This design comes from an exercise in tuning for small area, a short achievable clock period and few clock cycles per item on the open sky130 flow, not from production work.
RTL that was checked went through simulation tests only; none was proved equivalent to the original.
For run 4, only the layout was checked, not whether the RTL still works.

<file path="flow/flow/run.sh">
#!/bin/bash
# The standard layout, with the port buffers made from buf_4 cells instead
# of the delay buffers buffer_ports picks by default, and timing repair
# asked to leave a setup margin.
set -euo pipefail
bash standard.sh BUFFER_PORTS_ARGS="-buffer_cell sky130_fd_sc_hd__buf_4" SETUP_SLACK_MARGIN=6.9 finish > standard.log 2>&1
</file>
<file path="flow/standard.sh">
#!/bin/bash
# synth_recipe.tcl (not shown) runs the flow's synth.tcl, then flattens the netlist and writes it again
# the make line also repeats each setting of config.mk as NAME=value (left out here)
make -C /OpenROAD-flow-scripts/flow DESIGN_CONFIG=/design/flow/config.mk WORK_HOME=/design/flow/orfs CLKGATE_MAP_FILE= SYNTH_SCRIPT=/design/flow/synth_recipe.tcl "${@:-finish}"
</file>
<file path="flow/config.mk">
export PLATFORM = sky130hd
export DESIGN_NAME = nccLogTop
export DESIGN_NICKNAME = nccLogTop
export VERILOG_FILES = /design/flow/design.v
export SDC_FILE = /design/flow/constraint.sdc
export NUM_CORES = 4
export LEC_CHECK = 0
export ABC_AREA = 1
export CAP_MARGIN = 20
export CORE_MARGIN = 2
export CORE_UTILIZATION = 70
export SLEW_MARGIN = 20
</file>
<file path="flow/constraint.sdc">
create_clock -name core_clock -period 10.0 [get_ports {clk}]
set_input_delay 2.0000 -clock core_clock [delete_from_list [all_inputs] [get_ports {clk}]]
set_output_delay 2.0000 -clock core_clock [all_outputs]
set_load 0.01 [all_outputs]
</file>
<file path="flow/design.v">
`default_nettype none
package nccPkg;
	parameter int FracBits = 5;
	parameter int PipeBits = 68;
endpackage
`default_nettype wire
`timescale 1ns/1ps
`default_nettype none
module logDecode (
	input logic [7:0] mag,
	output logic zero,
	output logic [2:0] exp,
	output logic [nccPkg::FracBits-1:0] frac
);
	logic [3:0] upper4;
	logic [1:0] upper2;
	logic [7:0] justified;
	always_comb begin
		exp[2] = |mag[7:4];
		upper4 = exp[2] ? mag[7:4] : mag[3:0];
		exp[1] = |upper4[3:2];
		upper2 = exp[1] ? upper4[3:2] : upper4[1:0];
		exp[0] = upper2[1];
	end
	assign justified = mag << (3'd7 - exp);
	assign frac = justified[6 -: nccPkg::FracBits];
	assign zero = (mag == 8'd0);
endmodule
`default_nettype wire
`timescale 1ns/1ps
`default_nettype none
module logTap (
	input logic [4:0] frac,
	input logic [3:0] expSum,
	input logic live,
	input logic descNeg,
	output logic [14:0] term,
	output logic neg
);
	logic [20:0] shifted;
	always_comb begin
		shifted = {15'd0, 1'b1, frac} << expSum;
		neg = descNeg && live;
		term = (shifted[19:5] & {15{live}}) ^ {15{neg}};
	end
endmodule
`default_nettype wire
`timescale 1ns/1ps
`default_nettype none
module tapArray (
	input logic clk,
	input logic rst,
	input logic shiftDesc,
	input logic shiftWin,
	input logic decNeg,
	input logic decZero,
	input logic [2:0] decExp,
	input logic [4:0] decFrac,
	input logic pipeLoad,
	output logic [nccPkg::PipeBits-1:0] pipe
);
	localparam int NumTaps = 8;
	localparam int PipeBits = nccPkg::PipeBits;
	logic [7:0] log0;
	logic [NumTaps-2:0][8:0] logStep;
	logic [NumTaps-1:0] dNeg;
	logic [NumTaps-1:0] dZero;
	logic [NumTaps-1:0] wZero;
	logic [NumTaps-1:0][8:0] logSum;
	logic [NumTaps-1:0][8:0] logNext;
	logic [NumTaps-1:0] wZeroNext;
	logic [NumTaps-1:0] negNext;
	logic [3:0] negCountNext;
	logic [3:0] negCount;
	logic [NumTaps-1:0][14:0] terms;
	logic [NumTaps-1:0] negs;
	logic [3:0] negHigh;
	logic [18:0] corr;
	logic [PipeBits-1:0] pipeNext;
	always_ff @(posedge clk or posedge rst) begin
		if (rst) begin
			log0 <= '0;
			logStep <= '0;
			dNeg <= '0;
			dZero <= '0;
		end else if (shiftDesc) begin
			log0 <= {decExp, decFrac};
			logStep <= {logStep[NumTaps-3:0], {1'b0, log0} - {1'b0, decExp, decFrac}};
			dNeg <= {dNeg[NumTaps-2:0], decNeg};
			dZero <= {dZero[NumTaps-2:0], decZero};
		end
	end
	always_comb begin
		wZeroNext = {wZero[NumTaps-2:0], decZero};
		negNext = dNeg & ~dZero & ~wZeroNext;
	end
	popCount8 negPop (.bits(negNext), .count(negCountNext));
	always_comb begin
		logNext[0] = {1'b0, log0} + {1'b0, decExp, decFrac};
		for (int i = 1; i < NumTaps; i++) logNext[i] = logSum[i-1] + logStep[i-1];
	end
	always_ff @(posedge clk) begin
		if (shiftWin) begin
			wZero <= wZeroNext;
			negCount <= negCountNext;
			logSum <= logNext;
		end
	end
	for (genvar i = 0; i < NumTaps; i++) begin : gTap
		logTap tap (.frac(logSum[i][4:0]), .expSum(logSum[i][8:5]),
			.live(!dZero[i] && !wZero[i]), .descNeg(dNeg[i]),
			.term(terms[i]), .neg(negs[i]));
	end
	always_comb begin
		negHigh = 4'd0 - negCount;
		corr = {negHigh, 11'd0, negCount};
	end
	logic s0, c0, s1, c1, s2, c2, s3, c3, s4, c4, s5, c5, s6, c6, s7, c7, s8, c8, s9, c9, s10, c10, s11, c11, s12, c12, s13, c13, s14, c14, s15, c15, s16, c16, s17, c17, s18, c18, s19, c19, s20, c20, s21, c21, s22, c22, s23, c23, s24, c24, s25, c25, s26, c26, s27, c27, s28, c28, s29, c29, s30, c30, s31, c31, s32, c32, s33, c33, s34, c34, s35, c35, s36, c36, s37, c37, s38, c38, s39, c39, s40, c40, s41, c41, s42, c42, s43, c43, s44, c44, s45, c45, s46, c46, s47, c47, s48, c48, s49, c49, s50, c50, s51, c51, s52, c52, s53, c53, s54, c54, s55, c55, s56, c56, s57, c57, s58, c58, s59, c59, s60, c60, s61, c61, s62, c62, s63, c63, s64, c64, s65, c65, s66, c66, s67, c67, s68, c68, s69, c69, s70, c70, s71, c71, s72, c72, s73, c73;
	assign s0 = terms[0][0] ^ terms[1][0] ^ terms[2][0];
	assign c0 = (terms[0][0] & terms[1][0]) | (terms[0][0] & terms[2][0]) | (terms[1][0] & terms[2][0]);
	assign s1 = terms[3][0] ^ terms[4][0];
	assign c1 = terms[3][0] & terms[4][0];
	assign s2 = terms[0][1] ^ terms[1][1] ^ terms[2][1];
	assign c2 = (terms[0][1] & terms[1][1]) | (terms[0][1] & terms[2][1]) | (terms[1][1] & terms[2][1]);
	assign s3 = terms[3][1] ^ terms[4][1] ^ terms[5][1];
	assign c3 = (terms[3][1] & terms[4][1]) | (terms[3][1] & terms[5][1]) | (terms[4][1] & terms[5][1]);
	assign s4 = terms[6][1] ^ terms[7][1];
	assign c4 = terms[6][1] & terms[7][1];
	assign s5 = terms[0][2] ^ terms[1][2] ^ terms[2][2];
	assign c5 = (terms[0][2] & terms[1][2]) | (terms[0][2] & terms[2][2]) | (terms[1][2] & terms[2][2]);
	assign s6 = terms[3][2] ^ terms[4][2] ^ terms[5][2];
	assign c6 = (terms[3][2] & terms[4][2]) | (terms[3][2] & terms[5][2]) | (terms[4][2] & terms[5][2]);
	assign s7 = terms[6][2] ^ terms[7][2] ^ corr[2];
	assign c7 = (terms[6][2] & terms[7][2]) | (terms[6][2] & corr[2]) | (terms[7][2] & corr[2]);
	assign s8 = terms[0][3] ^ terms[1][3] ^ terms[2][3];
	assign c8 = (terms[0][3] & terms[1][3]) | (terms[0][3] & terms[2][3]) | (terms[1][3] & terms[2][3]);
	assign s9 = terms[3][3] ^ terms[4][3] ^ terms[5][3];
	assign c9 = (terms[3][3] & terms[4][3]) | (terms[3][3] & terms[5][3]) | (terms[4][3] & terms[5][3]);
	assign s10 = terms[6][3] ^ terms[7][3] ^ corr[3];
	assign c10 = (terms[6][3] & terms[7][3]) | (terms[6][3] & corr[3]) | (terms[7][3] & corr[3]);
	assign s11 = terms[0][4] ^ terms[1][4] ^ terms[2][4];
	assign c11 = (terms[0][4] & terms[1][4]) | (terms[0][4] & terms[2][4]) | (terms[1][4] & terms[2][4]);
	assign s12 = terms[3][4] ^ terms[4][4] ^ terms[5][4];
	assign c12 = (terms[3][4] & terms[4][4]) | (terms[3][4] & terms[5][4]) | (terms[4][4] & terms[5][4]);
	assign s13 = terms[6][4] ^ terms[7][4];
	assign c13 = terms[6][4] & terms[7][4];
	assign s14 = terms[0][5] ^ terms[1][5] ^ terms[2][5];
	assign c14 = (terms[0][5] & terms[1][5]) | (terms[0][5] & terms[2][5]) | (terms[1][5] & terms[2][5]);
	assign s15 = terms[3][5] ^ terms[4][5] ^ terms[5][5];
	assign c15 = (terms[3][5] & terms[4][5]) | (terms[3][5] & terms[5][5]) | (terms[4][5] & terms[5][5]);
	assign s16 = terms[6][5] ^ terms[7][5];
	assign c16 = terms[6][5] & terms[7][5];
	assign s17 = terms[0][6] ^ terms[1][6] ^ terms[2][6];
	assign c17 = (terms[0][6] & terms[1][6]) | (terms[0][6] & terms[2][6]) | (terms[1][6] & terms[2][6]);
	assign s18 = terms[3][6] ^ terms[4][6] ^ terms[5][6];
	assign c18 = (terms[3][6] & terms[4][6]) | (terms[3][6] & terms[5][6]) | (terms[4][6] & terms[5][6]);
	assign s19 = terms[6][6] ^ terms[7][6];
	assign c19 = terms[6][6] & terms[7][6];
	assign s20 = terms[0][7] ^ terms[1][7] ^ terms[2][7];
	assign c20 = (terms[0][7] & terms[1][7]) | (terms[0][7] & terms[2][7]) | (terms[1][7] & terms[2][7]);
	assign s21 = terms[3][7] ^ terms[4][7] ^ terms[5][7];
	assign c21 = (terms[3][7] & terms[4][7]) | (terms[3][7] & terms[5][7]) | (terms[4][7] & terms[5][7]);
	assign s22 = terms[6][7] ^ terms[7][7];
	assign c22 = terms[6][7] & terms[7][7];
	assign s23 = terms[0][8] ^ terms[1][8] ^ terms[2][8];
	assign c23 = (terms[0][8] & terms[1][8]) | (terms[0][8] & terms[2][8]) | (terms[1][8] & terms[2][8]);
	assign s24 = terms[3][8] ^ terms[4][8] ^ terms[5][8];
	assign c24 = (terms[3][8] & terms[4][8]) | (terms[3][8] & terms[5][8]) | (terms[4][8] & terms[5][8]);
	assign s25 = terms[6][8] ^ terms[7][8];
	assign c25 = terms[6][8] & terms[7][8];
	assign s26 = terms[0][9] ^ terms[1][9] ^ terms[2][9];
	assign c26 = (terms[0][9] & terms[1][9]) | (terms[0][9] & terms[2][9]) | (terms[1][9] & terms[2][9]);
	assign s27 = terms[3][9] ^ terms[4][9] ^ terms[5][9];
	assign c27 = (terms[3][9] & terms[4][9]) | (terms[3][9] & terms[5][9]) | (terms[4][9] & terms[5][9]);
	assign s28 = terms[6][9] ^ terms[7][9];
	assign c28 = terms[6][9] & terms[7][9];
	assign s29 = terms[0][10] ^ terms[1][10] ^ terms[2][10];
	assign c29 = (terms[0][10] & terms[1][10]) | (terms[0][10] & terms[2][10]) | (terms[1][10] & terms[2][10]);
	assign s30 = terms[3][10] ^ terms[4][10] ^ terms[5][10];
	assign c30 = (terms[3][10] & terms[4][10]) | (terms[3][10] & terms[5][10]) | (terms[4][10] & terms[5][10]);
	assign s31 = terms[6][10] ^ terms[7][10];
	assign c31 = terms[6][10] & terms[7][10];
	assign s32 = terms[0][11] ^ terms[1][11] ^ terms[2][11];
	assign c32 = (terms[0][11] & terms[1][11]) | (terms[0][11] & terms[2][11]) | (terms[1][11] & terms[2][11]);
	assign s33 = terms[3][11] ^ terms[4][11] ^ terms[5][11];
	assign c33 = (terms[3][11] & terms[4][11]) | (terms[3][11] & terms[5][11]) | (terms[4][11] & terms[5][11]);
	assign s34 = terms[6][11] ^ terms[7][11];
	assign c34 = terms[6][11] & terms[7][11];
	assign s35 = terms[0][12] ^ terms[1][12] ^ terms[2][12];
	assign c35 = (terms[0][12] & terms[1][12]) | (terms[0][12] & terms[2][12]) | (terms[1][12] & terms[2][12]);
	assign s36 = terms[3][12] ^ terms[4][12] ^ terms[5][12];
	assign c36 = (terms[3][12] & terms[4][12]) | (terms[3][12] & terms[5][12]) | (terms[4][12] & terms[5][12]);
	assign s37 = terms[6][12] ^ terms[7][12];
	assign c37 = terms[6][12] & terms[7][12];
	assign s38 = terms[0][13] ^ terms[1][13] ^ terms[2][13];
	assign c38 = (terms[0][13] & terms[1][13]) | (terms[0][13] & terms[2][13]) | (terms[1][13] & terms[2][13]);
	assign s39 = terms[3][13] ^ terms[4][13] ^ terms[5][13];
	assign c39 = (terms[3][13] & terms[4][13]) | (terms[3][13] & terms[5][13]) | (terms[4][13] & terms[5][13]);
	assign s40 = terms[6][13] ^ terms[7][13];
	assign c40 = terms[6][13] & terms[7][13];
	assign s41 = terms[0][14] ^ terms[1][14] ^ terms[2][14];
	assign c41 = (terms[0][14] & terms[1][14]) | (terms[0][14] & terms[2][14]) | (terms[1][14] & terms[2][14]);
	assign s42 = terms[3][14] ^ terms[4][14] ^ terms[5][14];
	assign c42 = (terms[3][14] & terms[4][14]) | (terms[3][14] & terms[5][14]) | (terms[4][14] & terms[5][14]);
	assign s43 = terms[6][14] ^ terms[7][14];
	assign c43 = terms[6][14] & terms[7][14];
	assign s44 = terms[5][0] ^ terms[6][0] ^ terms[7][0];
	assign c44 = (terms[5][0] & terms[6][0]) | (terms[5][0] & terms[7][0]) | (terms[6][0] & terms[7][0]);
	assign s45 = corr[1] ^ s2 ^ s3;
	assign c45 = (corr[1] & s2) | (corr[1] & s3) | (s2 & s3);
	assign s46 = s4 ^ c0;
	assign c46 = s4 & c0;
	assign s47 = s5 ^ s6 ^ s7;
	assign c47 = (s5 & s6) | (s5 & s7) | (s6 & s7);
	assign s48 = c2 ^ c3 ^ c4;
	assign c48 = (c2 & c3) | (c2 & c4) | (c3 & c4);
	assign s49 = s8 ^ s9 ^ s10;
	assign c49 = (s8 & s9) | (s8 & s10) | (s9 & s10);
	assign s50 = c5 ^ c6 ^ c7;
	assign c50 = (c5 & c6) | (c5 & c7) | (c6 & c7);
	assign s51 = s11 ^ s12 ^ s13;
	assign c51 = (s11 & s12) | (s11 & s13) | (s12 & s13);
	assign s52 = c8 ^ c9 ^ c10;
	assign c52 = (c8 & c9) | (c8 & c10) | (c9 & c10);
	assign s53 = s14 ^ s15 ^ s16;
	assign c53 = (s14 & s15) | (s14 & s16) | (s15 & s16);
	assign s54 = c11 ^ c12 ^ c13;
	assign c54 = (c11 & c12) | (c11 & c13) | (c12 & c13);
	assign s55 = s17 ^ s18 ^ s19;
	assign c55 = (s17 & s18) | (s17 & s19) | (s18 & s19);
	assign s56 = c14 ^ c15 ^ c16;
	assign c56 = (c14 & c15) | (c14 & c16) | (c15 & c16);
	assign s57 = s20 ^ s21 ^ s22;
	assign c57 = (s20 & s21) | (s20 & s22) | (s21 & s22);
	assign s58 = c17 ^ c18 ^ c19;
	assign c58 = (c17 & c18) | (c17 & c19) | (c18 & c19);
	assign s59 = s23 ^ s24 ^ s25;
	assign c59 = (s23 & s24) | (s23 & s25) | (s24 & s25);
	assign s60 = c20 ^ c21 ^ c22;
	assign c60 = (c20 & c21) | (c20 & c22) | (c21 & c22);
	assign s61 = s26 ^ s27 ^ s28;
	assign c61 = (s26 & s27) | (s26 & s28) | (s27 & s28);
	assign s62 = c23 ^ c24 ^ c25;
	assign c62 = (c23 & c24) | (c23 & c25) | (c24 & c25);
	assign s63 = s29 ^ s30 ^ s31;
	assign c63 = (s29 & s30) | (s29 & s31) | (s30 & s31);
	assign s64 = c26 ^ c27 ^ c28;
	assign c64 = (c26 & c27) | (c26 & c28) | (c27 & c28);
	assign s65 = s32 ^ s33 ^ s34;
	assign c65 = (s32 & s33) | (s32 & s34) | (s33 & s34);
	assign s66 = c29 ^ c30 ^ c31;
	assign c66 = (c29 & c30) | (c29 & c31) | (c30 & c31);
	assign s67 = s35 ^ s36 ^ s37;
	assign c67 = (s35 & s36) | (s35 & s37) | (s36 & s37);
	assign s68 = c32 ^ c33 ^ c34;
	assign c68 = (c32 & c33) | (c32 & c34) | (c33 & c34);
	assign s69 = s38 ^ s39 ^ s40;
	assign c69 = (s38 & s39) | (s38 & s40) | (s39 & s40);
	assign s70 = c35 ^ c36 ^ c37;
	assign c70 = (c35 & c36) | (c35 & c37) | (c36 & c37);
	assign s71 = s41 ^ s42 ^ s43;
	assign c71 = (s41 & s42) | (s41 & s43) | (s42 & s43);
	assign s72 = c38 ^ c39 ^ c40;
	assign c72 = (c38 & c39) | (c38 & c40) | (c39 & c40);
	assign s73 = corr[15] ^ c41 ^ c42;
	assign c73 = (corr[15] & c41) | (corr[15] & c42) | (c41 & c42);
	assign pipeNext = {corr[18], corr[17], c73, corr[16], c72, c71, s73, c43, c70, c69, s72, s71, c68, c67, s70, s69, c66, c65, s68, s67, c64, c63, s66, s65, c62, c61, s64, s63, c60, c59, s62, s61, c58, c57, s60, s59, c56, c55, s58, s57, c54, c53, s56, s55, c52, c51, s54, s53, c50, c49, s52, s51, c48, c47, s50, s49, c46, c45, s48, s47, c44, s46, s45, c1, s44, s1, s0, corr[0]};
	always_ff @(posedge clk) begin
		if (pipeLoad) pipe <= pipeNext;
	end
endmodule
`default_nettype wire
`timescale 1ns/1ps
`default_nettype none
module popCount8 (
	input logic [7:0] bits,
	output logic [3:0] count
);
	logic [2:0] s1;
	logic [2:0] c1;
	logic s2;
	logic c2;
	logic s3;
	logic c3;
	logic c4;
	always_comb begin
		s1[0] = bits[0] ^ bits[1] ^ bits[2];
		c1[0] = (bits[0] & bits[1]) | (bits[0] & bits[2]) | (bits[1] & bits[2]);
		s1[1] = bits[3] ^ bits[4] ^ bits[5];
		c1[1] = (bits[3] & bits[4]) | (bits[3] & bits[5]) | (bits[4] & bits[5]);
		s1[2] = bits[6] ^ bits[7];
		c1[2] = bits[6] & bits[7];
		count[0] = s1[0] ^ s1[1] ^ s1[2];
		c2 = (s1[0] & s1[1]) | (s1[0] & s1[2]) | (s1[1] & s1[2]);
		s2 = c1[0] ^ c1[1] ^ c1[2];
		c3 = (c1[0] & c1[1]) | (c1[0] & c1[2]) | (c1[1] & c1[2]);
		count[1] = s2 ^ c2;
		c4 = s2 & c2;
		count[2] = c3 ^ c4;
		count[3] = c3 & c4;
	end
endmodule
`default_nettype wire
`timescale 1ns/1ps
`default_nettype none
module scoreResult (
	input logic clk,
	input logic rst,
	input logic advance,
	input logic [nccPkg::PipeBits-1:0] pipe,
	input logic sumValid,
	output logic [19:0] score,
	output logic scoreValid
);
	logic [18:0] rowA;
	logic [18:0] rowB;
	logic [18:0] sum;
	logic [18:0] scoreQ;
	logic s74, c74, s75, c75, s76, c76, s77, c77, s78, c78, s79, c79, s80, c80, s81, c81, s82, c82, s83, c83, s84, c84, s85, c85, s86, c86, s87, c87, s88, c88, s89, c89, s90, c90, s91, c91, s92, c92, s93, c93, s94, c94, s95, c95, s96, c96, s97, c97, s98, c98, s99, c99, s100, c100, s101, c101, s102, c102, s103, c103, s104, c104, s105, c105, s106, c106;
	assign s74 = pipe[0] ^ pipe[1];
	assign c74 = pipe[0] & pipe[1];
	assign s75 = pipe[4] ^ pipe[5] ^ pipe[6];
	assign c75 = (pipe[4] & pipe[5]) | (pipe[4] & pipe[6]) | (pipe[5] & pipe[6]);
	assign s76 = pipe[8] ^ pipe[9] ^ pipe[10];
	assign c76 = (pipe[8] & pipe[9]) | (pipe[8] & pipe[10]) | (pipe[9] & pipe[10]);
	assign s77 = pipe[12] ^ pipe[13] ^ pipe[14];
	assign c77 = (pipe[12] & pipe[13]) | (pipe[12] & pipe[14]) | (pipe[13] & pipe[14]);
	assign s78 = pipe[16] ^ pipe[17] ^ pipe[18];
	assign c78 = (pipe[16] & pipe[17]) | (pipe[16] & pipe[18]) | (pipe[17] & pipe[18]);
	assign s79 = pipe[20] ^ pipe[21] ^ pipe[22];
	assign c79 = (pipe[20] & pipe[21]) | (pipe[20] & pipe[22]) | (pipe[21] & pipe[22]);
	assign s80 = pipe[24] ^ pipe[25] ^ pipe[26];
	assign c80 = (pipe[24] & pipe[25]) | (pipe[24] & pipe[26]) | (pipe[25] & pipe[26]);
	assign s81 = pipe[28] ^ pipe[29] ^ pipe[30];
	assign c81 = (pipe[28] & pipe[29]) | (pipe[28] & pipe[30]) | (pipe[29] & pipe[30]);
	assign s82 = pipe[32] ^ pipe[33] ^ pipe[34];
	assign c82 = (pipe[32] & pipe[33]) | (pipe[32] & pipe[34]) | (pipe[33] & pipe[34]);
	assign s83 = pipe[36] ^ pipe[37] ^ pipe[38];
	assign c83 = (pipe[36] & pipe[37]) | (pipe[36] & pipe[38]) | (pipe[37] & pipe[38]);
	assign s84 = pipe[40] ^ pipe[41] ^ pipe[42];
	assign c84 = (pipe[40] & pipe[41]) | (pipe[40] & pipe[42]) | (pipe[41] & pipe[42]);
	assign s85 = pipe[44] ^ pipe[45] ^ pipe[46];
	assign c85 = (pipe[44] & pipe[45]) | (pipe[44] & pipe[46]) | (pipe[45] & pipe[46]);
	assign s86 = pipe[48] ^ pipe[49] ^ pipe[50];
	assign c86 = (pipe[48] & pipe[49]) | (pipe[48] & pipe[50]) | (pipe[49] & pipe[50]);
	assign s87 = pipe[52] ^ pipe[53] ^ pipe[54];
	assign c87 = (pipe[52] & pipe[53]) | (pipe[52] & pipe[54]) | (pipe[53] & pipe[54]);
	assign s88 = pipe[56] ^ pipe[57] ^ pipe[58];
	assign c88 = (pipe[56] & pipe[57]) | (pipe[56] & pipe[58]) | (pipe[57] & pipe[58]);
	assign s89 = pipe[60] ^ pipe[61] ^ pipe[62];
	assign c89 = (pipe[60] & pipe[61]) | (pipe[60] & pipe[62]) | (pipe[61] & pipe[62]);
	assign s90 = pipe[2] ^ pipe[3];
	assign c90 = pipe[2] & pipe[3];
	assign s91 = pipe[7] ^ s75 ^ c74;
	assign c91 = (pipe[7] & s75) | (pipe[7] & c74) | (s75 & c74);
	assign s92 = pipe[11] ^ s76 ^ c75;
	assign c92 = (pipe[11] & s76) | (pipe[11] & c75) | (s76 & c75);
	assign s93 = pipe[15] ^ s77 ^ c76;
	assign c93 = (pipe[15] & s77) | (pipe[15] & c76) | (s77 & c76);
	assign s94 = pipe[19] ^ s78 ^ c77;
	assign c94 = (pipe[19] & s78) | (pipe[19] & c77) | (s78 & c77);
	assign s95 = pipe[23] ^ s79 ^ c78;
	assign c95 = (pipe[23] & s79) | (pipe[23] & c78) | (s79 & c78);
	assign s96 = pipe[27] ^ s80 ^ c79;
	assign c96 = (pipe[27] & s80) | (pipe[27] & c79) | (s80 & c79);
	assign s97 = pipe[31] ^ s81 ^ c80;
	assign c97 = (pipe[31] & s81) | (pipe[31] & c80) | (s81 & c80);
	assign s98 = pipe[35] ^ s82 ^ c81;
	assign c98 = (pipe[35] & s82) | (pipe[35] & c81) | (s82 & c81);
	assign s99 = pipe[39] ^ s83 ^ c82;
	assign c99 = (pipe[39] & s83) | (pipe[39] & c82) | (s83 & c82);
	assign s100 = pipe[43] ^ s84 ^ c83;
	assign c100 = (pipe[43] & s84) | (pipe[43] & c83) | (s84 & c83);
	assign s101 = pipe[47] ^ s85 ^ c84;
	assign c101 = (pipe[47] & s85) | (pipe[47] & c84) | (s85 & c84);
	assign s102 = pipe[51] ^ s86 ^ c85;
	assign c102 = (pipe[51] & s86) | (pipe[51] & c85) | (s86 & c85);
	assign s103 = pipe[55] ^ s87 ^ c86;
	assign c103 = (pipe[55] & s87) | (pipe[55] & c86) | (s87 & c86);
	assign s104 = pipe[59] ^ s88 ^ c87;
	assign c104 = (pipe[59] & s88) | (pipe[59] & c87) | (s88 & c87);
	assign s105 = pipe[63] ^ s89 ^ c88;
	assign c105 = (pipe[63] & s89) | (pipe[63] & c88) | (s89 & c88);
	assign s106 = pipe[64] ^ pipe[65] ^ c89;
	assign c106 = (pipe[64] & pipe[65]) | (pipe[64] & c89) | (pipe[65] & c89);
	assign rowA = {pipe[67], pipe[66], s106, s105, s104, s103, s102, s101, s100, s99, s98, s97, s96, s95, s94, s93, s92, s91, s74};
	assign rowB = {1'b0, c106, c105, c104, c103, c102, c101, c100, c99, c98, c97, c96, c95, c94, c93, c92, c91, c90, s90};
	assign sum = rowA + rowB;
	always_ff @(posedge clk) begin
		if (advance) scoreQ <= sum;
	end
	assign score = {scoreQ[18], scoreQ};
	always_ff @(posedge clk or posedge rst) begin
		if (rst) begin
			scoreValid <= 1'b0;
		end else if (advance) begin
			scoreValid <= sumValid;
		end
	end
endmodule
`default_nettype wire
`timescale 1ns/1ps
`default_nettype none
module nccLogTop (
	input logic clk,
	input logic rst,
	input logic [8:0] inBeat,
	input logic inValid,
	output logic inReady,
	output logic signed [19:0] score,
	output logic scoreValid,
	input logic scoreReady
);
	logic advance;
	logic [8:0] beatQ;
	logic beatValid;
	logic [8:0] skidBeat;
	logic skidValid;
	logic inStall;
	logic beatLoad;
	logic beatZero;
	logic [2:0] beatExp;
	logic [4:0] beatFrac;
	logic [3:0] fill;
	logic chainScore;
	logic pipeScore;
	logic descBeat;
	logic winBeat;
	logic shiftDesc;
	logic shiftWin;
	logic [nccPkg::PipeBits-1:0] pipe;
	assign advance = !scoreValid || scoreReady;
	assign beatLoad = advance || !beatValid;
	always_ff @(posedge clk) begin
		if (beatLoad) beatQ <= skidValid ? skidBeat : inBeat;
		if (!skidValid) skidBeat <= inBeat;
	end
	always_ff @(posedge clk or posedge rst) begin
		if (rst) begin
			beatValid <= 1'b0;
			skidValid <= 1'b0;
		end else if (beatLoad) begin
			beatValid <= skidValid || inValid;
			skidValid <= 1'b0;
		end else if (inValid && !skidValid) begin
			skidValid <= 1'b1;
		end
	end
	always_ff @(posedge clk or posedge rst) begin
		if (rst) begin
			inStall <= 1'b0;
		end else if (beatLoad) begin
			inStall <= 1'b0;
		end else if (inValid) begin
			inStall <= 1'b1;
		end
	end
	assign inReady = !inStall;
	logDecode decode (
		.mag(beatQ[8] ? {1'b0, beatQ[6:0]} : beatQ[7:0]),
		.zero(beatZero), .exp(beatExp), .frac(beatFrac));
	assign descBeat = beatValid && beatQ[8];
	assign winBeat = beatValid && !beatQ[8];
	assign shiftDesc = advance && descBeat;
	assign shiftWin = advance && winBeat;
	always_ff @(posedge clk or posedge rst) begin
		if (rst) begin
			fill <= '0;
			chainScore <= 1'b0;
			pipeScore <= 1'b0;
		end else if (advance) begin
			chainScore <= winBeat && (fill >= 4'd7);
			pipeScore <= chainScore;
			if (descBeat) begin
				fill <= '0;
			end else if (winBeat && fill != 4'd8) begin
				fill <= fill + 1'b1;
			end
		end
	end
	tapArray taps (.clk, .rst, .shiftDesc, .shiftWin, .decNeg(beatQ[7]), .decZero(beatZero),
		.decExp(beatExp), .decFrac(beatFrac), .pipeLoad(advance), .pipe);
	scoreResult result (.clk, .rst, .advance, .pipe, .sumValid(pipeScore),
		.score, .scoreValid);
endmodule
`default_nettype wire
</file>
==> flow_metrics.py, run 1 <==
metrics = {
    "clocking": {
        "cts_hold_buf": 0,
        "cts_tree": "done",
        "cts.sinks": 286,
        "cts-htree-levels": 1,
        "root_buffer": "clkbuf_16",
        "clock_latency_ns": 0.58,
        "cts_made_buffers": 31,
        "clkSlewWorstSetupHoldPaths_ns": 0.06,
        "clock_path_buffers": 3,
    },
    "placed_design": {
        "gp_congestion": 1.01,
        "dpl-instance-area_um2": 20400,
        "numPortBuffers": 34,
        "dp_slack_ns": 6.28,
        "hpwl_mm": 36.7,
    },
    "final_layout": {
        "drive_gt1_share_pct": 11.2,
        "design_area_um2": 22500,
        "finalNetCount": 2566,
        "num_antenna_cells": 0,
        "syn_to_final_growth_pct": 13.3,
    },
    "floorplan": {
        "die_w_um": 172,
        "core_area_um2": 27900,
        "initial_utilization_pct": 71.2,
        "row_count": 61,
        "die_h_um": 172,
        "dieArea_um2": 29700,
        "io_pins": 35,
    },
    "setup_path": {
        "path_max_fanout": 3,
        "endpoint_kind": "register",
        "cp_slowest_cell": "fa_2",
        "critical_path_required_ns": 10.30,
        "critPathTopFamily": "adder cells",
        "crit_path_max_incr_delay_ns": 0.61,
        "critPathBufInv": 3,
        "cp-start-kind": "register",
        "crit_chain": "inv_1 > fa_1 > fa_2 > inv_1 > fa_2 > nand3_1 > nand3_2 > a21oi_4 > buf_4 > o221ai_1 > xor2_1",
        "worstPathArrival_ns": 3.48,
        "worstSetupPathType": "register to register",
    },
    "yosys": {
        "syn_area_um2": 19800,
        "synth_nets": 2490,
        "ys_seq_elements": 286,
        "yosysWarnings": 6,
        "synth_enable_flop_cells": 180,
        "synth_cells": 2260,
        "avgSynthCellArea_um2": 8.78,
        "synth-main-ff-cell": "edfxtp_1",
        "ys_seq_area_share_pct": 40.4,
        "synthArstFlopShare_pct": 33.9,
        "synth_cell_type_count": 49,
    },
    "sta": {
        "worst_slew_pin_slew_ns": 1.02,
        "finalMaxSlewViolations": 0,
        "setup_slack_ns": 6.82,
        "setup_violations": 0,
        "finalCriticalPeriod_ns": 3.18,
        "finalCritPeriodShare_pct": 31.8,
        "hold_viol": 0,
        "rsz0062_at_grt": "yes",
        "final.setup.tns_ns": 0,
        "relSlewSlack_pct": 31.7,
        "fmax_mhz": 314,
        "fin_skew_ns": 0.0286,
    },
    "flow_run": {
        "maxCapViolations": 0,
    },
    "route": {
        "drt_wl_total_mm": 50.5,
        "vias_per_cell": 5.81,
        "ant_nets": 0,
        "vias": 15919,
        "dr.pass1.iters": 5,
        "wl_per_cell_um": 18.4,
        "drc_errors": 0,
        "drt_iter0_drc": 1417,
    },
    "global_routing": {
        "grt_overflow": 0,
        "grt_pass1_wl_mm": 77.1,
        "grtUsageTotal_pct": 33.5,
        "grt_max_degree": 101,
        "antenna_found_initial": 0,
        "grt_pass1_vias": 14949,
    },
    "worst_hold_path": {
        "hp-class": "register to register",
    },
    "outcome": {
        "outcome": "no timing/DRC/antenna violations",
    },
}
-- flip-flops by register name, summed over array words and instances, names as in the netlist --
signal	cells
taps.pipe	68
taps.log0	8
fill	4
taps.logSum	72
taps.logStep	63
pipeScore	1
taps.negCount	4
skidBeat	9
taps.dZero	8
taps.dNeg	8
result.scoreQ	19
skidValid	1
beatValid	1
inStall	1
beatQ	9
result.scoreValid	1
chainScore	1
taps.wZero	8
-- cell usage in the layout, fill, tap and decap left out, drive strengths merged, types with 2 or more instances in the layout --
| cell type | instances |
|---|---|
| nand2 | 544 |
| inv | 334 |
| o21ai | 202 |
| edfxtp | 180 |
| nor2 | 165 |
| a21oi | 119 |
| xor2 | 115 |
| ha | 112 |
| fa | 105 |
| dfrtp | 97 |
| buf | 92 |
| nand3 | 59 |
| clkbuf | 49 |
| xnor2 | 29 |
| nand4 | 25 |
| o22ai | 23 |
| nor3 | 21 |
| a31oi | 16 |
| o211ai | 15 |
| clkinv | 12 |
| dfxtp | 9 |
| clkinvlp | 4 |
| nand3b | 4 |
| mux2i | 4 |
| o21bai | 4 |
| a221oi | 4 |
| or2 | 3 |
| o31ai | 3 |
| a21o | 2 |
| o221ai | 2 |
| and2 | 2 |
| nor4 | 2 |
-- cell families after synthesis --
logic type	count (synthesis)	share of synthesized area, %
AO/OA/AOI/OAI	392	10.7
XOR/XNOR	144	6.36
adder cells (fa/ha/maj)	217	17.7
buffers and inverters	392	7.69
flip-flops	286	40.4
multiplexers	4	0.202
AND/OR/NAND/NOR	825	17.0
-- final timing paths --
check	startpoint	endpoint	slack, ns	depth (start not counted)
worst max register to register	taps.pipe[6]$_DFFE_PN_	result.scoreQ[14]$_DFFE_PN_	6.82	11
worst min register to register	skidBeat[2]$_DFF_P_	skidBeat[2]$_DFF_P_	0.46	2
worst min-delay path	skidBeat[2]$_DFF_P_	skidBeat[2]$_DFF_P_	0.46	2
max in group asynchronous	rst	taps.dNeg[0]$_DFFE_PP0P_	7.32	3
min in group asynchronous	rst	taps.logStep[38]$_DFFE_PP0P_	1.59	2
worst max-delay path	taps.pipe[6]$_DFFE_PN_	result.scoreQ[14]$_DFFE_PN_	6.82	11
-- what timing repair did --
item,4_1_cts,5_1_grt
gates resized for setup,21,123
setup buffers,10,42
pin swaps,2,30
endpoints found under the setup margin,92,138
-- cell type report --
class	instances	area, µm²
Clock buffer	49	1060
Clock inverter	9	80.1
Fill cell	1808	5380
Inverter	342	1300
Multi-Input combinational cell	1582	10700
Sequential cell	286	8010
Tap cell	378	473
Timing Repair Buffer	93	798
-- worst min-delay path: cells and delay by family, from the launching register on --
family / cells / cell delay [ns]
DFF: 1 / 0.31
and+or+nand+nor: 2 / 0.12
-- layer usage --
layer / GRT usage [%] / share of wire, % / up-vias
met5: 0 / 0 / -
met1: 42.0 / 39 / 7643
met3: 3.91 / 5.6 / 141
met2: 59.8 / 50 / 605
met4: 12.7 / 4.7 / 0
li1: - / - / 7530
-- stage by stage --
| step | instances | hold slack [ns] | util, % |
|---|---|---|---|
| after floorplan | 2260 | 0.418 | - |
| after global placement | 2628 | 0.431 | 73.3 |
| after detailed placement | 2628 | 0.443 | 73.3 |
| after CTS | 2696 | 0.458 | 77.9 |
| after global routing | 2739 | 0.474 | 80.7 |
| final | 2739 | 0.456 | 80.7 |
-- cells in the mapped netlist, types with 19 or more instances --
library cell | count | share of area (%)
o22ai_1 | 23 | 0.73
nor2_1 | 159 | 3.0
nand3_1 | 53 | 1.3
xor2_1 | 115 | 5.1
edfxtp_1 | 180 | 27
buf_2 | 19 | 0.48
ha_1 | 112 | 7.1
a21oi_1 | 119 | 3.0
nand2_1 | 539 | 10
dfrtp_1 | 97 | 12
xnor2_1 | 29 | 1.3
nor3_1 | 21 | 0.53
inv_1 | 328 | 6.2
nand4_1 | 25 | 0.79
o21ai_0 | 198 | 5.0
fa_1 | 105 | 11
Testbench counts, summed over its fixed seeds: cycles 3,360, items 2,848.
==> inputs of run 2 (changes only) <==
--- a/flow/config.mk
+++ b/flow/config.mk
@@ -10,3 +10,4 @@
 export CORE_MARGIN = 2
-export CORE_UTILIZATION = 70
+export CORE_UTILIZATION = 60
+export GPL_ROUTABILITY_DRIVEN = 0
 export SLEW_MARGIN = 20
==> run 2 against run 1 <==
Routed wire length is 4.6% lower. Final cell count is 2.2% higher. Design area is 0.42% lower. Synthesized area is the same. Clock-buffer cell count decreased by 6. Die area grew 16%. Maximum frequency is 4.1% higher. Utilization is 12 points lower. Synthesized cell count did not move. Highest routed layer unchanged.
==> flow_metrics.py, run 2 <==
metrics = {
    "yosys": {
        "synth_nets": 2490,
        "yosysWarnings": 6,
        "synth_cell_type_count": 49,
        "synth.most_common_cell": "nand2_1",
        "synthArstFlopShare_pct": 33.9,
        "syn_area_um2": 19800,
        "avgSynthCellArea_um2": 8.78,
        "netlist_top_cells_count": "539 x nand2_1, 328 x inv_1, 198 x o21ai_0",
        "synth-main-ff-cell": "edfxtp_1",
        "ys_seq_elements": 286,
        "ys_seq_area_share_pct": 40.4,
        "synth_area_leader_cell": "edfxtp_1",
        "synth_enable_flop_cells": 180,
        "synth_cells": 2260,
        "synth_top_area_share_pct": 27.2,
        "synth_area_leaders": "edfxtp_1 27%, dfrtp_1 12%, fa_1 11%",
    },
    "final_layout": {
        "regMostFlops": "taps.logSum",
        "drive_gt1_share_pct": 10.2,
        "fill_cells": 2670,
        "finalNetCount": 2561,
        "largestRegisters": "taps.logSum: 72 flops, taps.pipe: 68 flops, taps.logStep: 63 flops",
        "final_cell_mix": "534 x nand2_1, 320 x inv_1, 182 x o21ai_0",
        "final_cells": 2798,
        "design_area_um2": 22400,
        "num_antenna_cells": 0,
        "syn_to_final_growth_pct": 12.8,
        "largest_reg_flops": 72,
        "final_common_cell": "nand2_1",
    },
    "setup_path": {
        "path_max_fanout": 2,
        "critical_path_required_ns": 8.00,
        "cp-start-kind": "register",
        "worstSetupPathType": "register to output pin",
        "worstPathArrival_ns": 1.06,
        "endpoint_kind": "output pin",
    },
    "clocking": {
        "cts.sinks": 286,
        "cts-htree-levels": 2,
        "cts_tree": "done",
        "cts_made_buffers": 34,
        "root_buffer": "clkbuf_16",
        "clock_latency_ns": 0.52,
        "clkSlewWorstSetupHoldPaths_ns": 0.06,
        "clock_path_buffers": 3,
    },
    "global_routing": {
        "grt_max_degree": 87,
        "antenna_found_initial": 0,
        "grt_pass1_vias": 14609,
        "grt-busiest-layer": "met2",
        "grt_overflow": 0,
        "grt_pass1_wl_mm": 75.2,
        "use_met1_pct": 36.3,
        "use_met2_pct": 50.4,
        "grtUsageTotal_pct": 28.1,
        "use_met3_pct": 2.92,
    },
    "route": {
        "vias": 15355,
        "drt_wl_total_mm": 48.2,
        "drc_errors": 0,
        "wl_per_cell_um": 17.2,
        "vias_per_cell": 5.49,
        "dr.pass1.iters": 5,
        "drt_iter0_drc": 1116,
        "ant_nets": 0,
    },
    "floorplan": {
        "dieArea_um2": 34500,
        "core_area_um2": 32500,
        "io_pins": 35,
        "initial_utilization_pct": 61.0,
        "die_w_um": 186,
        "row_count": 66,
        "die_h_um": 186,
    },
    "sta": {
        "relSlewSlack_pct": 27.8,
        "fin_skew_ns": 0.0254,
        "setup_violations": 0,
        "finalCritPeriodShare_pct": 30.6,
        "finalMaxSlewViolations": 0,
        "hold_viol": 0,
        "finalCriticalPeriod_ns": 3.06,
        "whs_ns": 0.450,
        "worst_slew_pin_slew_ns": 1.08,
        "final.setup.tns_ns": 0,
        "rsz0062_at_grt": "yes",
        "fmax_mhz": 327,
    },
    "outcome": {
        "outcome": "no timing/DRC/antenna violations",
    },
    "placed_design": {
        "numPortBuffers": 34,
        "hpwl_mm": 36.6,
        "place_inst": 2692,
        "dpl-instance-area_um2": 20500,
    },
    "flow_run": {
        "maxCapViolations": 0,
    },
    "worst_hold_path": {
        "hp-class": "register to register",
    },
}
## run 2: cell counts after synthesis
No cell type changed its count.
## run 2: repair_timing
item / in CTS / in global routing
pin swaps: 7 / 21
gates resized for setup: 16 / 82
endpoints found under the hold margin: 0 / 0
hold buffers: 0 / 0
cloned: 2 / 1
endpoints found under the setup margin: 103 / 162
setup buffers: 10 / 30
## run 2: cells by family after synthesis
group	share of synthesized area, %
buf+inv	7.69
flops	40.4
fa+ha+maj	17.7
xor+xnor	6.36
mux	0.202
simple gates	17.0
compound gates	10.7
## run 2: cell type report
cell class	instances	area, µm²	share of cell area [%]
timing repair buffer	82	673	3.01
sequential	286	8010	35.8
clock buffer	43	946	4.23
clock inverter	18	254	1.13
multi-input combinational	1584	10600	47.5
timing repair inverter	1	7.51	0.0335
inverter	342	1310	5.84
tap	442	553	2.47
## run 2: critical path, cell delays in order (launching register included)
cell	delay, ns
dfrtp_1	0.37
inv_2	0.06
buf_4	0.11
## run 2: per-layer routing
metal / up-vias / wire (µm)
met5: - / 0
met4: 0 / 1330
met3: 73 / 2230
met2: 439 / 24300
met1: 7323 / 20300
li1: 7520 / -
## run 2: worst paths after layout
check / start / endpoint / slack, ns / depth (start not counted)
max: inStall$_DFFE_PP0P_ / inReady / 6.94 / 2
min: skidBeat[3]$_DFF_P_ / skidBeat[3]$_DFF_P_ / 0.45 / 2
max reg2reg: beatQ[4]$_DFFE_PN_ / taps.logStep[6]$_DFFE_PP0P_ / 6.96 / 20
min reg2reg: skidBeat[3]$_DFF_P_ / skidBeat[3]$_DFF_P_ / 0.45 / 2
max in group asynchronous: rst / taps.log0[7]$_DFFE_PP0P_ / 7.49 / 3
min in group asynchronous: rst / taps.logStep[38]$_DFFE_PP0P_ / 1.45 / 2
## run 2: stage by stage
stage	setup WS [ns]	util (%)
finish	6.94	68.8
global route	6.79	68.8
CTS	6.84	67.1
detailed placement	5.69	63.0
global placement	5.78	62.9
floorplan	5.89	-
==> inputs of run 3 (changes only) <==
--- a/flow/config.mk
+++ b/flow/config.mk
@@ -11,3 +11,2 @@
 export CORE_UTILIZATION = 60
-export GPL_ROUTABILITY_DRIVEN = 0
 export SLEW_MARGIN = 20
==> run 3 against run 2 <==
Worst setup slack better by 0.0062 ns. Synthesized cell count unchanged. Clock-buffer cell count up 7. Final cell count up 0.11%. Via count fell by 0.25%. Design area grew 0.20%. Critical path type unchanged.
==> flow_metrics.py, run 3 <==
metrics = {
    "setup_path": {
        "endpoint_kind": "output pin",
        "worstSetupPathType": "register to output pin",
        "worstReg2RegEnd": "taps.negCount[2]$_DFFE_PP_",
        "reg2reg_from": "beatQ[4]$_DFFE_PN_",
        "r2r_setup_slack_ns": 6.97,
        "cp-start-kind": "register",
        "path_max_fanout": 2,
        "reg2reg_depth": 8,
        "worstPathArrival_ns": 1.05,
        "critical_path_required_ns": 8.00,
    },
    "yosys": {
        "yosysWarnings": 6,
        "synth_cells": 2260,
        "synth_area_leader_cell": "edfxtp_1",
        "synth_nets": 2490,
        "ys_seq_elements": 286,
        "synth_area_leaders": "edfxtp_1 27%, dfrtp_1 12%, fa_1 11%",
        "synth_cell_type_count": 49,
        "synth-main-ff-cell": "edfxtp_1",
        "synth.most_common_cell": "nand2_1",
        "synth_top_area_share_pct": 27.2,
        "ys_seq_area_share_pct": 40.4,
        "synthArstFlopShare_pct": 33.9,
        "synth_enable_flop_cells": 180,
        "netlist_top_cells_count": "539 x nand2_1, 328 x inv_1, 198 x o21ai_0",
        "syn_area_um2": 19800,
        "avgSynthCellArea_um2": 8.78,
    },
    "sta": {
        "relSlewSlack_pct": 48.7,
        "final.setup.tns_ns": 0,
        "fmax_mhz": 328,
        "fin_skew_ns": 0.0183,
        "setup_violations": 0,
        "worst_slew_pin_slew_ns": 0.769,
        "finalCriticalPeriod_ns": 3.05,
        "rsz0062_at_grt": "yes",
        "finalCritPeriodShare_pct": 30.5,
        "whs_ns": 0.450,
        "finalMaxSlewViolations": 0,
        "hold_viol": 0,
    },
    "final_layout": {
        "seq_area_um2": 8010,
        "syn_to_final_growth_pct": 13.0,
        "multi_input_area_um2": 10800,
        "final_cell_mix": "530 x nand2_1, 318 x inv_1, 180 x edfxtp_1",
        "finalNetCount": 2564,
        "largest_reg_flops": 72,
        "drive_gt1_share_pct": 10.7,
        "design_area_um2": 22400,
        "regMostFlops": "taps.logSum",
        "largestRegisters": "taps.logSum: 72 flops, taps.pipe: 68 flops, taps.logStep: 63 flops",
        "num_antenna_cells": 0,
        "fill_cells": 2610,
        "final_common_cell": "nand2_1",
    },
    "flow_run": {
        "maxCapViolations": 0,
    },
    "global_routing": {
        "grt_overflow": 0,
        "grt_pass1_wl_mm": 75.3,
        "antenna_found_initial": 0,
        "grtUsageTotal_pct": 28.3,
        "grt_pass1_vias": 14543,
        "grt_max_degree": 103,
    },
    "route": {
        "vias": 15317,
        "drt_iter0_drc": 966,
        "dr.pass1.iters": 5,
        "vias_per_cell": 5.47,
        "wl_per_cell_um": 17.4,
        "drc_errors": 0,
        "drt_wl_total_mm": 48.6,
        "ant_nets": 0,
    },
    "clocking": {
        "cts.sinks": 286,
        "cts_made_buffers": 34,
        "clock_path_buffers": 3,
        "clkSlewWorstSetupHoldPaths_ns": 0.05,
        "cts_hold_buf": 0,
        "root_buffer": "clkbuf_16",
        "cts-htree-levels": 2,
        "cts_tree": "done",
        "clock_latency_ns": 0.51,
    },
    "placed_design": {
        "gp_congestion": 0.926,
        "dpl-instance-area_um2": 20500,
        "hpwl_mm": 37.1,
        "numPortBuffers": 34,
    },
    "outcome": {
        "outcome": "no timing/DRC/antenna violations",
    },
    "floorplan": {
        "row_count": 66,
        "initial_utilization_pct": 61.0,
        "io_pins": 35,
        "core_area_um2": 32500,
        "die_h_um": 186,
        "die_w_um": 186,
        "dieArea_um2": 34500,
    },
    "worst_hold_path": {
        "min-delay-start": "skidBeat[4]$_DFF_P_",
        "whs_path_depth": 2,
        "holdPathEnd": "skidBeat[4]$_DFF_P_",
        "hp-class": "register to register",
    },
}
[run 3: cell counts after synthesis]
Identical to the previous run, type by type.
[run 3: kinds of logic after synthesis]
family                   synth area share (%)
AO/OA/AOI/OAI                            10.7
adder cells (fa/ha/maj)                  17.7
AND/OR/NAND/NOR                          17.0
multiplexers                            0.202
flip-flops                               40.4
XOR/XNOR                                 6.36
buffers and inverters                    7.69
[run 3: per-layer routing]
| metal | global-route usage (%) | share of wire, % | vias up |
|---|---|---|---|
| met1 | 36.3 | 42 | 7297 |
| met3 | 3.11 | 4.6 | 88 |
| met4 | 9.64 | 3.3 | 0 |
| li1 | - | - | 7521 |
| met2 | 50.1 | 50 | 411 |
| met5 | 0 | 0 | - |
[run 3: cell type report]
type / count / area share, %
Inverter: 342 / 5.86
Sequential cell: 286 / 35.7
Tap cell: 442 / 2.47
Clock buffer: 50 / 4.47
Timing Repair Buffer: 88 / 3.06
Multi-Input combinational cell: 1582 / 48.0
Clock inverter: 11 / 0.452
[run 3: metrics by stage]
stage	std cells	util, %	setup slack, ns
2_1_floorplan	2260	-	5.89
3_3_place_gp	2692	63.0	6.30
3_5_place_dp	2692	63.0	6.27
4_1_cts	2759	66.7	6.73
5_1_grt	2801	68.9	6.78
6_report	2801	68.9	6.95
[run 3: worst max-delay path, stage by stage, from the launching register on]
cell and delay, ns:
dfrtp_1 0.38, inv_2 0.06, buf_4 0.11
[run 3: how the worst max path moves through the flow]
stage                              from                          end  cells past startpoint
finish              inStall$_DFFE_PP0P_                      inReady                      2
global route         beatQ[4]$_DFFE_PN_  taps.logStep[6]$_DFFE_PP0P_                     21
CTS                  beatQ[4]$_DFFE_PN_   taps.negCount[2]$_DFFE_PP_                      8
detailed placement           scoreReady     taps.logSum[5]$_DFFE_PP_                      5
global placement             scoreReady     taps.logSum[3]$_DFFE_PP_                      5
floorplan                    scoreReady          fill[3]$_DFFE_PP0P_                      7
[run 3: repair_timing]
action / 4_1_cts / 5_1_grt
buffers inserted: 6 / 41
resized for setup: 16 / 113
setup endpoints to repair: 74 / 141
pin swaps: 3 / 31
==> inputs of run 4 (changes only) <==
--- a/flow/design.v
+++ b/flow/design.v
@@ -35,3 +35,3 @@
 	input logic live,
-	input logic descNeg,
+	input logic negIn,
 	output logic [14:0] term,
@@ -42,3 +42,3 @@
 		shifted = {15'd0, 1'b1, frac} << expSum;
-		neg = descNeg && live;
+		neg = negIn;
 		term = (shifted[19:5] & {15{live}}) ^ {15{neg}};
@@ -74,2 +74,3 @@
 	logic [3:0] negCount;
+	logic [NumTaps-1:0] negQ;
 	logic [NumTaps-1:0][14:0] terms;
@@ -105,2 +106,3 @@
 			negCount <= negCountNext;
+			negQ <= negNext;
 			logSum <= logNext;
@@ -110,3 +112,3 @@
 		logTap tap (.frac(logSum[i][4:0]), .expSum(logSum[i][8:5]),
-			.live(!dZero[i] && !wZero[i]), .descNeg(dNeg[i]),
+			.live(!dZero[i] && !wZero[i]), .negIn(negQ[i]),
 			.term(terms[i]), .neg(negs[i]));
==> run 4 against run 3 <==
Routed wire length decreased by 1.4%. Register-to-register slack got worse by 0.09 ns. Largest cell class unchanged. Highest routed layer unchanged. Synthesized cell count decreased by 3.8%. Synthesized area about the same. Critical path depth increased by 19. Sequential share of layout area increased by 0.83 points. First-iteration DRC count increased by 20%. Design area increased by 0.67%.
==> flow_metrics.py, run 4 <==
metrics = {
    "floorplan": {
        "core_area_um2": 32500,
        "die_h_um": 186,
        "row_count": 66,
        "initial_utilization_pct": 61.0,
        "io_pins": 35,
        "dieArea_um2": 34600,
        "die_w_um": 186,
    },
    "route": {
        "dr_wl_met3_mm": 2.34,
        "vias": 14883,
        "drt_wl_total_mm": 48.0,
        "drc_errors": 0,
        "route.met2.wl_mm": 23.0,
        "dr.pass1.iters": 5,
        "ant_nets": 0,
        "top_layer": "met4",
        "vias_per_cell": 5.44,
        "drt_iter0_drc": 1161,
        "wl_met1_mm": 21.1,
        "wl_per_cell_um": 17.5,
    },
    "placed_design": {
        "gp_congestion": 0.960,
        "place_inst": 2616,
        "hpwl_mm": 36.3,
        "numPortBuffers": 34,
    },
    "clocking": {
        "cts_tree": "done",
        "cts.sinks": 294,
        "clock_latency_ns": 0.53,
        "clock_path_buffers": 3,
        "root_buffer": "clkbuf_16",
        "cts_made_buffers": 35,
        "clkSlewWorstSetupHoldPaths_ns": 0.05,
        "cts-htree-levels": 2,
        "cts_hold_buf": 0,
    },
    "yosys": {
        "synth_area_leaders": "edfxtp_1 28%, dfrtp_1 12%, fa_1 11%",
        "synthArstFlopShare_pct": 33.0,
        "netlist_top_cells_count": "501 x nand2_1, 324 x inv_1, 188 x edfxtp_1",
        "avgSynthCellArea_um2": 9.13,
        "yosysWarnings": 6,
        "syn_area_um2": 19900,
        "synth_enable_flop_cells": 188,
        "synth_top_area_share_pct": 28.4,
        "ys_seq_elements": 294,
        "synth_cells": 2175,
        "synth_area_leader_cell": "edfxtp_1",
        "synth.most_common_cell": "nand2_1",
        "synth_cell_type_count": 44,
        "synth-main-ff-cell": "edfxtp_1",
        "ys_seq_area_share_pct": 41.6,
        "synth_nets": 2405,
    },
    "final_layout": {
        "fill_cells": 2638,
        "largest_reg_flops": 72,
        "drive_gt1_share_pct": 10.2,
        "regMostFlops": "taps.logSum",
        "final_common_cell": "nand2_1",
        "finalNetCount": 2497,
        "num_antenna_cells": 0,
        "final_cells": 2735,
        "largestRegisters": "taps.logSum: 72 flops, taps.pipe: 68 flops, taps.logStep: 63 flops",
        "seq_area_um2": 8250,
        "multi_input_area_um2": 10500,
        "syn_to_final_growth_pct": 13.7,
        "final_cell_mix": "496 x nand2_1, 318 x inv_1, 188 x edfxtp_1",
    },
    "sta": {
        "fmax_mhz": 320,
        "setup_violations": 0,
        "relSlewSlack_pct": 48.4,
        "rsz0062_at_grt": "yes",
        "worst_slew_pin_slew_ns": 0.774,
        "finalMaxSlewViolations": 0,
        "fin_skew_ns": 0.0189,
        "finalCritPeriodShare_pct": 31.2,
        "finalCriticalPeriod_ns": 3.12,
        "final.setup.tns_ns": 0,
        "hold_viol": 0,
    },
    "worst_hold_path": {
        "min-delay-start": "skidBeat[7]$_DFF_P_",
        "holdPathEnd": "skidBeat[7]$_DFF_P_",
        "whs_path_depth": 2,
        "hp-class": "register to register",
    },
    "global_routing": {
        "grt_pass1_vias": 13827,
        "grtUsageTotal_pct": 27.5,
        "antenna_found_initial": 0,
        "grt_pass1_wl_mm": 72.7,
        "grt_max_degree": 99,
        "grt_overflow": 0,
    },
    "setup_path": {
        "path_max_fanout": 7,
        "worstReg2RegEnd": "taps.logStep[6]$_DFFE_PP0P_",
        "critical_path_required_ns": 10.40,
        "worstPathArrival_ns": 3.53,
        "worstSetupPathType": "register to register",
        "r2r_setup_slack_ns": 6.88,
        "cp-start-kind": "register",
        "reg2reg_from": "beatQ[7]$_DFFE_PN_",
        "reg2reg_depth": 21,
        "endpoint_kind": "register",
    },
    "outcome": {
        "outcome": "no timing/DRC/antenna violations",
    },
    "flow_run": {
        "maxCapViolations": 0,
    },
}
## run 4: changes by cell type after synthesis, moves of 9 or more
cell / change
a21oi_1: -32
nand2_1: -38
nand3_1: +21
nor2_1: -39
o21ai_0: -32
xnor2_1: -9
xor2_1: +67
## run 4: final cells by class
class	count	share of cell area [%]
inverters	342	5.91
multi-input cells	1498	46.4
clock inverters	22	0.987
well taps	442	2.45
repair buffers	96	3.55
flip-flops and latches	294	36.6
clock buffers	41	4.12
## run 4: cell families (layout without fill, tap and decap cells)
group           count (synthesis)  in the layout  synth area share (%)
simple gates                  751            751                  15.5
xor+xnor                      202            202                  8.91
buf+inv                       383            501                  7.34
mux                             2              2                 0.101
fa+ha+maj                     217            217                  17.6
compound gates                326            326                  8.96
flops                         294            294                  41.6
## run 4: per-layer routing
layer | up-vias | track usage [%]
met2 | 404 | 45.4
met3 | 82 | 3.56
met4 | 0 | 9.48
met1 | 7149 | 37.7
met5 | - | 0
li1 | 7248 | -
## run 4: worst max path at each step
stage	slack (ns)	cells after the start	to	startpoint
global route	6.67	20	taps.logStep[6]$_DFFE_PP0P_	beatQ[4]$_DFFE_PN_
finish	6.88	21	taps.logStep[6]$_DFFE_PP0P_	beatQ[7]$_DFFE_PN_
detailed placement	5.54	10	fill[3]$_DFFE_PP0P_	scoreReady
CTS	6.79	10	fill[3]$_DFFE_PP0P_	scoreReady
floorplan	5.70	7	fill[3]$_DFFE_PP0P_	scoreReady
global placement	5.61	10	fill[3]$_DFFE_PP0P_	scoreReady
## run 4: worst max-delay path: stages (launching register included)
cell and delay, ns:
edfxtp_1 0.43, nand2_4 0.15, nand3_4 0.14, o21ai_4 0.20, clkinv_4 0.15, nand2_8 0.13, nand2_4 0.06, nand3_4 0.07
a21oi_4 0.07, buf_4 0.15, ha_1 0.20, fa_2 0.37, inv_1 0.10, a21oi_1 0.10, o21ai_2 0.20, nand2_1 0.10
nand2_1 0.07, nand2_1 0.04, nand2_1 0.06, a21oi_1 0.05, o21ai_0 0.07, nand2_1 0.08
## run 4: metrics by stage
| stage | utilization [%] | worst slack (ns) | hold slack [ns] | instance area [µm²] |
|---|---|---|---|---|
| 2_1_floorplan | - | 5.70 | 0.414 | 19900 |
| 3_3_place_gp | 63.2 | 5.61 | 0.427 | 20600 |
| 3_5_place_dp | 63.2 | 5.54 | 0.434 | 20600 |
| 4_1_cts | 67.2 | 6.79 | 0.448 | 21900 |
| 5_1_grt | 69.4 | 6.67 | 0.468 | 22600 |
| 6_report | 69.4 | 6.88 | 0.444 | 22600 |
## run 4: what timing repair did
item / CTS / global route
setup buffers: 8 / 46
cloned: 0 / 2
endpoints found under the setup margin: 69 / 203
resized for setup: 22 / 88
pin swaps: 5 / 16
==> inputs of run 5 (changes only) <==
--- a/flow/design.v
+++ b/flow/design.v
@@ -35,3 +35,3 @@
 	input logic live,
-	input logic negIn,
+	input logic descNeg,
 	output logic [14:0] term,
@@ -42,3 +42,3 @@
 		shifted = {15'd0, 1'b1, frac} << expSum;
-		neg = negIn;
+		neg = descNeg && live;
 		term = (shifted[19:5] & {15{live}}) ^ {15{neg}};
@@ -74,3 +74,2 @@
 	logic [3:0] negCount;
-	logic [NumTaps-1:0] negQ;
 	logic [NumTaps-1:0][14:0] terms;
@@ -106,3 +105,2 @@
 			negCount <= negCountNext;
-			negQ <= negNext;
 			logSum <= logNext;
@@ -112,3 +110,3 @@
 		logTap tap (.frac(logSum[i][4:0]), .expSum(logSum[i][8:5]),
-			.live(!dZero[i] && !wZero[i]), .negIn(negQ[i]),
+			.live(!dZero[i] && !wZero[i]), .descNeg(dNeg[i]),
 			.term(terms[i]), .neg(negs[i]));
--- a/flow/flow/run.sh
+++ b/flow/flow/run.sh
@@ -5,2 +5,2 @@
 set -euo pipefail
-bash standard.sh BUFFER_PORTS_ARGS="-buffer_cell sky130_fd_sc_hd__buf_4" SETUP_SLACK_MARGIN=6.9 finish > standard.log 2>&1
+bash standard.sh BUFFER_PORTS_ARGS="-buffer_cell sky130_fd_sc_hd__buf_4" SETUP_SLACK_MARGIN=6.95 finish > standard.log 2>&1
==> run 5 against run 4 <==
Still clean on timing, DRC and antenna. Routed wire length increased by 2.6%. Non-clock buffer count increased by 3. Final cell count increased by 2.9%. Via count increased by 2.9%. Synthesized cell count is 3.9% higher. Sequential cell count fell by 8. Hold slack better by 0.0079 ns. Maximum frequency is 2.2% higher. Die area about the same. Utilization rose by 0.20 points.
==> flow_metrics.py, run 5 <==
metrics = {
    "placed_design": {
        "dp_slack_ns": 6.27,
        "dpl-instance-area_um2": 20500,
        "numPortBuffers": 34,
        "gp_congestion": 0.926,
        "hpwl_mm": 37.1,
    },
    "final_layout": {
        "finalNetCount": 2576,
        "final_common_cell": "nand2_1",
        "largestRegisters": "taps.logSum: 72 flops, taps.pipe: 68 flops, taps.logStep: 63 flops",
        "num_antenna_cells": 0,
        "design_area_um2": 22600,
        "syn_to_final_growth_pct": 14.1,
        "drive_gt1_share_pct": 11.9,
        "utilization_pct": 69.6,
        "largest_reg_flops": 72,
        "regMostFlops": "taps.logSum",
        "final_cell_mix": "529 x nand2_1, 316 x inv_1, 180 x edfxtp_1",
    },
    "route": {
        "top_layer": "met4",
        "dr_wl_met3_mm": 2.00,
        "drc_errors": 0,
        "wl_per_cell_um": 17.5,
        "drt_wl_total_mm": 49.2,
        "vias_per_cell": 5.45,
        "wl_met1_mm": 20.7,
        "drt_iter0_drc": 1059,
        "route.met2.wl_mm": 24.8,
        "ant_nets": 0,
    },
    "yosys": {
        "synth_enable_flop_cells": 180,
        "synth_area_leaders": "edfxtp_1 27%, dfrtp_1 12%, fa_1 11%",
        "synth_cells": 2260,
        "synth_area_leader_cell": "edfxtp_1",
        "yosysWarnings": 6,
        "synthArstFlopShare_pct": 33.9,
        "synth_top_area_share_pct": 27.2,
        "syn_area_um2": 19800,
        "synth-main-ff-cell": "edfxtp_1",
        "synth_cell_type_count": 49,
        "ys_seq_elements": 286,
        "netlist_top_cells_count": "539 x nand2_1, 328 x inv_1, 198 x o21ai_0",
        "synth_nets": 2490,
    },
    "sta": {
        "finalMaxSlewViolations": 0,
        "fmax_mhz": 328,
        "fin_skew_ns": 0.0215,
        "worst_slew_pin_slew_ns": 0.791,
        "relSlewSlack_pct": 47.2,
        "final.setup.tns_ns": 0,
        "setup_violations": 0,
        "finalCriticalPeriod_ns": 3.05,
        "finalCritPeriodShare_pct": 30.5,
        "rsz0062_at_grt": "yes",
        "hold_viol": 0,
        "whs_ns": 0.452,
    },
    "floorplan": {
        "die_h_um": 186,
        "die_w_um": 186,
        "core_area_um2": 32500,
        "row_count": 66,
        "initial_utilization_pct": 61.0,
        "io_pins": 35,
        "dieArea_um2": 34500,
    },
    "global_routing": {
        "grt_pass1_wl_mm": 75.7,
        "antenna_found_initial": 0,
        "grt_max_degree": 103,
        "grt_pass1_vias": 14653,
        "grtUsageTotal_pct": 28.5,
        "grt_overflow": 0,
    },
    "setup_path": {
        "path_max_fanout": 2,
        "endpoint_kind": "output pin",
        "critical_path_required_ns": 8.00,
        "crit_end": "score[19]",
        "critPathBufInv": 1,
        "r2r_setup_slack_ns": 6.98,
        "critical_path_depth": 1,
        "worstReg2RegEnd": "taps.pipe[20]$_DFFE_PN_",
        "startpoint": "result.scoreQ[18]$_DFFE_PN_",
        "worstPathArrival_ns": 1.05,
        "cp_slowest_cell": "edfxtp_1",
        "critPathTopFamily": "flip-flops",
        "crit_path_max_incr_delay_ns": 0.41,
        "crit_chain": "buf_6",
        "reg2reg_depth": 6,
        "worstSetupPathType": "register to output pin",
        "reg2reg_from": "taps.dNeg[0]$_DFFE_PP0P_",
        "cp-start-kind": "register",
    },
    "clocking": {
        "clkSlewWorstSetupHoldPaths_ns": 0.06,
        "clock_path_buffers": 3,
        "cts_made_buffers": 34,
        "clock_latency_ns": 0.51,
        "cts_tree": "done",
        "cts.sinks": 286,
        "cts-htree-levels": 2,
        "root_buffer": "clkbuf_16",
    },
    "flow_run": {
        "maxCapViolations": 0,
    },
    "outcome": {
        "outcome": "no timing/DRC/antenna violations",
    },
    "worst_hold_path": {
        "hp-class": "register to register",
    },
}
==> run 5: logic make-up after synthesis <==
group                    synth area share (%)
adder cells (fa/ha/maj)                  17.7
buffers and inverters                    7.69
XOR/XNOR                                 6.36
flip-flops                               40.4
AND/OR/NAND/NOR                          17.0
multiplexers                            0.202
AO/OA/AOI/OAI                            10.7
==> run 5: timing repair <==
action / CTS / global route
hold endpoints to repair: 0 / 0
buffers inserted: 16 / 43
pin swaps: 5 / 43
hold buffers: 0 / 0
gates resized for setup: 28 / 151
gates cloned: 1 / 0
endpoints found under the setup margin: 213 / 83
==> run 5: worst min path at each step <==
stage / start / to / slack (ns) / cells after the start
after floorplan: skidBeat[0]$_DFF_P_ / skidBeat[0]$_DFF_P_ / 0.42 / 2
after global placement: skidBeat[5]$_DFF_P_ / skidBeat[5]$_DFF_P_ / 0.43 / 2
after detailed placement: skidBeat[4]$_DFF_P_ / skidBeat[4]$_DFF_P_ / 0.44 / 2
after CTS: skidBeat[4]$_DFF_P_ / skidBeat[4]$_DFF_P_ / 0.46 / 2
after global routing: skidBeat[8]$_DFF_P_ / skidBeat[8]$_DFF_P_ / 0.47 / 2
final: skidBeat[4]$_DFF_P_ / skidBeat[4]$_DFF_P_ / 0.45 / 2
==> run 5: area by class of cell <==
| type | count | area [µm²] |
|---|---|---|
| Fill cell | 2588 | 9900 |
| Clock inverter | 11 | 101 |
| Inverter | 342 | 1320 |
| Clock buffer | 50 | 1000 |
| Multi-Input combinational cell | 1582 | 10800 |
| Tap cell | 442 | 553 |
| Timing Repair Buffer | 99 | 811 |
| Sequential cell | 286 | 8010 |
| Timing Repair inverter | 1 | 7.51 |
==> run 5: metal layers <==
layer | track usage [%] | up-vias
li1 | - | 7543
met1 | 36.5 | 7276
met2 | 50.6 | 402
met3 | 2.97 | 96
met4 | 9.54 | 0
met5 | 0 | -
==> run 5: metrics by stage <==
step,std cells
2_1_floorplan,2260
3_3_place_gp,2692
3_5_place_dp,2692
4_1_cts,2770
5_1_grt,2813
6_report,2813
Testbench counts of run 5, summed over its fixed seeds: cycles 3,360, items 2,848.

==> what the ideal ports hide <==
The results above use ideal ports. As a check the final layouts listed here were re-extracted and re-timed, cells and wires unchanged. Step 1 assumes that a clkbuf_16 drives the clock port and a buf_2 every other input. Step 2 also shifts input and output timing later by t, the mid clock arrival at the registers, as if the neighbouring blocks saw the same clock. Three values: ideal, step 1, step 2; two values: the first two.
run	shift t [ns]	setup WS [ns]	worst hold slack (ns)	worst register clock-pin slew, ns	cell pins on the clock port's net
run 1	0.617	6.818 / 6.818 / 6.434	0.456 / 0.456 / 0.456	0.06 / 0.06	1
run 2	0.557	6.944 / 6.892 / 6.490	0.450 / 0.450 / 0.450	0.06 / 0.06	1
run 3	0.555	6.950 / 6.897 / 6.513	0.450 / 0.450 / 0.450	0.06 / 0.06	1
run 4	0.575	6.879 / 6.868 / 6.457	0.444 / 0.444 / 0.444	0.07 / 0.07	1
run 5	0.556	6.947 / 6.893 / 6.530	0.452 / 0.452 / 0.452	0.06 / 0.06	1
After both steps every run listed still meets setup and hold. For run 2, which loses most, drivers alone change the setup slack by -0.052 ns; drivers and shift together by -0.454 ns.
